What follows belongs to an exercise in optimizing a design on an open flow for small area; a production flow would make more cautious choices.
The RTL was checked by simulation tests, not by an equivalence proof against the original design.
Power and IR drop assume default switching activity.

Setup of v6:
## video_ctrl
module video_ctrl (
    input  logic        clk,
    input  logic        reset_n,
    input  vid_pkg::cmd_t        cmd_in,
    input  logic [31:0] addr_data_in,
    output logic        req,
    output logic [31:0] req_addr,
    output logic        hsync,
    output logic        vsync,
    output logic        hblank,
    output logic        vblank,
    output logic [7:0]  red,
    output logic [7:0]  green,
    output logic [7:0]  blue,
    output logic        underrun
);
Settings: LEC_CHECK=0, CAP_MARGIN=0, CORE_MARGIN=2, CORE_UTILIZATION=60, SLEW_MARGIN=0; clock period 5.0 ns.
standard.sh (not shown) runs the stock make flow with config.mk's settings and CLKGATE_MAP_FILE= SYNTH_SCRIPT=/design/flow/synth_recipe.tcl, a recipe that flattens the netlist after the stock synthesis.
==> flow/flow/run.sh <==
#!/bin/bash
# Standard ORFS layout with three changes: an area-oriented ABC mapping script
# the smallest buffer on the I/O ports, and a clock tree with larger sink
# clusters and no dummy loads.
set -euo pipefail
S=$PWD/scripts_mod
rm -rf "$S"
cp -r "$FLOW_HOME/scripts" "$S"
cp flow/abc.script "$S/abc_speed.script"
bash standard.sh SCRIPTS_DIR="$S" \
  "BUFFER_PORTS_ARGS=-buffer_cell sky130_fd_sc_hd__buf_1" \
  "CTS_ARGS=-sink_clustering_enable -repair_clock_nets -dont_use_dummy_load -buf_list sky130_fd_sc_hd__clkbuf_8 -sink_clustering_size 16 -sink_clustering_max_diameter 100" \
  finish > standard.log 2>&1
==> flow/flow/abc.script <==
strash
ifraig
scorr
dc2
strash
dch -f
&get -n
&nf -p -F 8 -A 4 -D 4500
&put
topo
v6 went all the way through synthesis, placement and routing and the layout is clean on timing, DRC and antenna.
diff inputs: v6 => v7
--- a/flow/design.v
+++ b/flow/design.v
@@ -183,22 +183,23 @@
         if (!reset_n) begin
             running <= 1'b0;
         end else if (!en) begin
             running <= 1'b0;
         end else if (!running) begin
             running <= above_thresh;
         end
     end
     always_ff @(posedge clk) begin
-        if (!en || !running) begin
+        if (!en) begin
             div_cnt <= '0;
             h_cnt   <= '0;
             v_cnt   <= '0;
+        end else if (!running) begin
         end else if (pix_tick) begin
             div_cnt <= '0;
             if (h_cnt == h_end) begin
                 h_cnt <= '0;
                 if (v_cnt == v_end) begin
                     v_cnt <= '0;  
                 end else begin
                     v_cnt <= v_cnt + 1'b1;
                 end
@@ -294,19 +295,18 @@
 endmodule
 `timescale 1ns/1ps
 module pixel_fifo (
     input  logic   clk,
     input  logic   reset_n,
     input  logic   en,
     input  logic   rd_valid,
     input  vid_pkg::pixel_t rd_pixel,
     input  logic   pop,
-    input  logic   show,     
     output vid_pkg::pixel_t head,
     output logic   full,
     output logic   empty,
     output logic   above_thresh,
     output logic   underflow
 );
     localparam int depth = vid_pkg::fifo_thresh;
     logic [23:0]      mem [depth];
     logic [5:0]       wr_j;     
@@ -348,26 +348,23 @@
         end
     end
     always_ff @(posedge clk) begin
         for (int i = 0; i < depth; i++) begin
             if (wr_en && wr_sel[i]) begin
                 mem[i] <= rd_pixel;
             end
         end
     end
-    logic [11:0] rs;
-    logic [23:0] grp [4];
-    assign rs = rd_sel & {12{show}};
     always_comb begin
-        for (int g = 0; g < 4; g++) begin
-            grp[g] = ({24{rs[3*g]}} & mem[3*g]) | ({24{rs[3*g+1]}} & mem[3*g+1]) | ({24{rs[3*g+2]}} & mem[3*g+2]);
+        head = '0;
+        for (int i = 0; i < depth; i++) begin
+            head = head | ({24{rd_sel[i]}} & mem[i]);
         end
-        head = grp[0] | grp[1] | grp[2] | grp[3];
     end
     assign same         = (wr_j == rd_j);
     assign empty        = same && (wr_wrap == rd_wrap);
     assign full         = same && (wr_wrap != rd_wrap);
     assign above_thresh = full;
     always_ff @(posedge clk or negedge reset_n) begin
         if (!reset_n) begin
             underflow <= 1'b0;
         end else if (!en) begin
@@ -385,47 +382,51 @@
     input  logic       visible,
     input  logic       hsync_i,
     input  logic       vsync_i,
     input  logic       hblank_i,
     input  logic       vblank_i,
     input  vid_pkg::pixel_t     head,
     input  logic       empty,
     input  logic       underflow,
     output logic       pop,
-    output logic       show,
     output logic       hsync,
     output logic       vsync,
     output logic       hblank,
     output logic       vblank,
     output logic [7:0] red,
     output logic [7:0] green,
     output logic [7:0] blue,
     output logic       underrun
 );
-    assign pop  = pix_tick && visible;
-    assign show = visible && !empty;
+    assign pop = pix_tick && visible;
     always_ff @(posedge clk or negedge reset_n) begin
         if (!reset_n) begin
             hsync  <= 1'b0;
             vsync  <= 1'b0;
             hblank <= 1'b0;
             vblank <= 1'b0;
             red    <= '0;
             green  <= '0;
             blue   <= '0;
         end else if (pix_tick) begin
             hsync  <= hsync_i;
             vsync  <= vsync_i;
             hblank <= hblank_i;
             vblank <= vblank_i;
-            red   <= head.red;
-            green <= head.green;
-            blue  <= head.blue;
+            if (visible && !empty) begin
+                red   <= head.red;
+                green <= head.green;
+                blue  <= head.blue;
+            end else begin
+                red   <= '0;  
+                green <= '0;
+                blue  <= '0;
+            end
         end
     end
     always_ff @(posedge clk or negedge reset_n) begin
         if (!reset_n) begin
             underrun <= 1'b0;
         end else begin
             underrun <= underflow;
         end
     end
@@ -466,19 +467,18 @@
     logic               above_thresh;
     logic               underflow;
     logic               pix_tick;
     logic               visible;
     logic               hsync_i;
     logic               vsync_i;
     logic               hblank_i;
     logic               vblank_i;
     logic               pop;
-    logic               show;
     bus_decode bus_decode_inst (
         .clk          (clk),
         .reset_n      (reset_n),
         .cmd_in       (cmd_in),
         .addr_data_in (addr_data_in),
         .en           (en),
         .pix_div      (pix_div),
         .h_size       (h_size),
         .h_end        (h_end),
@@ -528,19 +528,18 @@
         .req_addr     (req_addr)
     );
     pixel_fifo pixel_fifo_inst (
         .clk          (clk),
         .reset_n      (reset_n),
         .en           (en),
         .rd_valid     (rd_valid),
         .rd_pixel     (rd_pixel),
         .pop          (pop),
-        .show         (show),
         .head         (head),
         .full         (),
         .empty        (empty),
         .above_thresh (above_thresh),
         .underflow    (underflow)
     );
     pixel_out pixel_out_inst (
         .clk       (clk),
         .reset_n   (reset_n),
@@ -548,19 +547,18 @@
         .visible   (visible),
         .hsync_i   (hsync_i),
         .vsync_i   (vsync_i),
         .hblank_i  (hblank_i),
         .vblank_i  (vblank_i),
         .head      (head),
         .empty     (empty),
         .underflow (underflow),
         .pop       (pop),
-        .show      (show),
         .hsync     (hsync),
         .vsync     (vsync),
         .hblank    (hblank),
         .vblank    (vblank),
         .red       (red),
         .green     (green),
         .blue      (blue),
         .underrun  (underrun)
     );
Findings:
Against v6, v7 reports a worst-case hold slack that is lower.
On critical path depth, v7 and v6 are neck and neck.
For the number of standard cells in the final layout excluding fillers, v7 came in 0.70% higher than v6 did.
Relative to v6, clock skew decreased by 0.015 ns in v7.
v7 vs v6 — power dropped by a few percent
On share of synthesized cell area in and, or, nand and nor gates: v7 sits above v6.
First-iteration DRC count: lower on v7
Relative to v6, the wire length on met1 of v7 is lower by about 3%.
Clock tree cell share of total cell area delta (v6 -> v7): insignificant
On v7: die area is about 0.5% higher than what v6 gave.
v7 vs v6: clock network power share up in v7
v7 against v6: non-clock buffer total of the final layout now sits lower; y dimension of the die about even; wire length reported by the detailed router has decreased.

## static timing again, ports no longer ideal
Ports are ideal in the flow. The routed layouts listed here were re-timed in OpenROAD. Step 1 sets driving cells, clkbuf_16 on the clock port and buf_2 on the other inputs (assumed; they add their load-dependent delay and slew). Step 2 also shifts input and output timing later by t, the mid clock arrival at the registers, as if the neighbouring blocks saw the same clock. Slacks: no drivers / after step 1 / after step 2; pairs: no drivers / after step 1.
run | t, ns | setup WS [ns] | worst setup path after step 2 | latest minus earliest clock arrival (ns) | slew at the worst register clock pin (ns)
v6 | 0.707 | 0.375 / 0.375 / 0.375 | register to register | 0.066 / 0.065 | 0.11 / 0.11
v7 | 0.702 | 0.391 / 0.391 / 0.391 | register to register | 0.050 / 0.049 | 0.11 / 0.11
After both steps setup and hold are still met in every run listed.
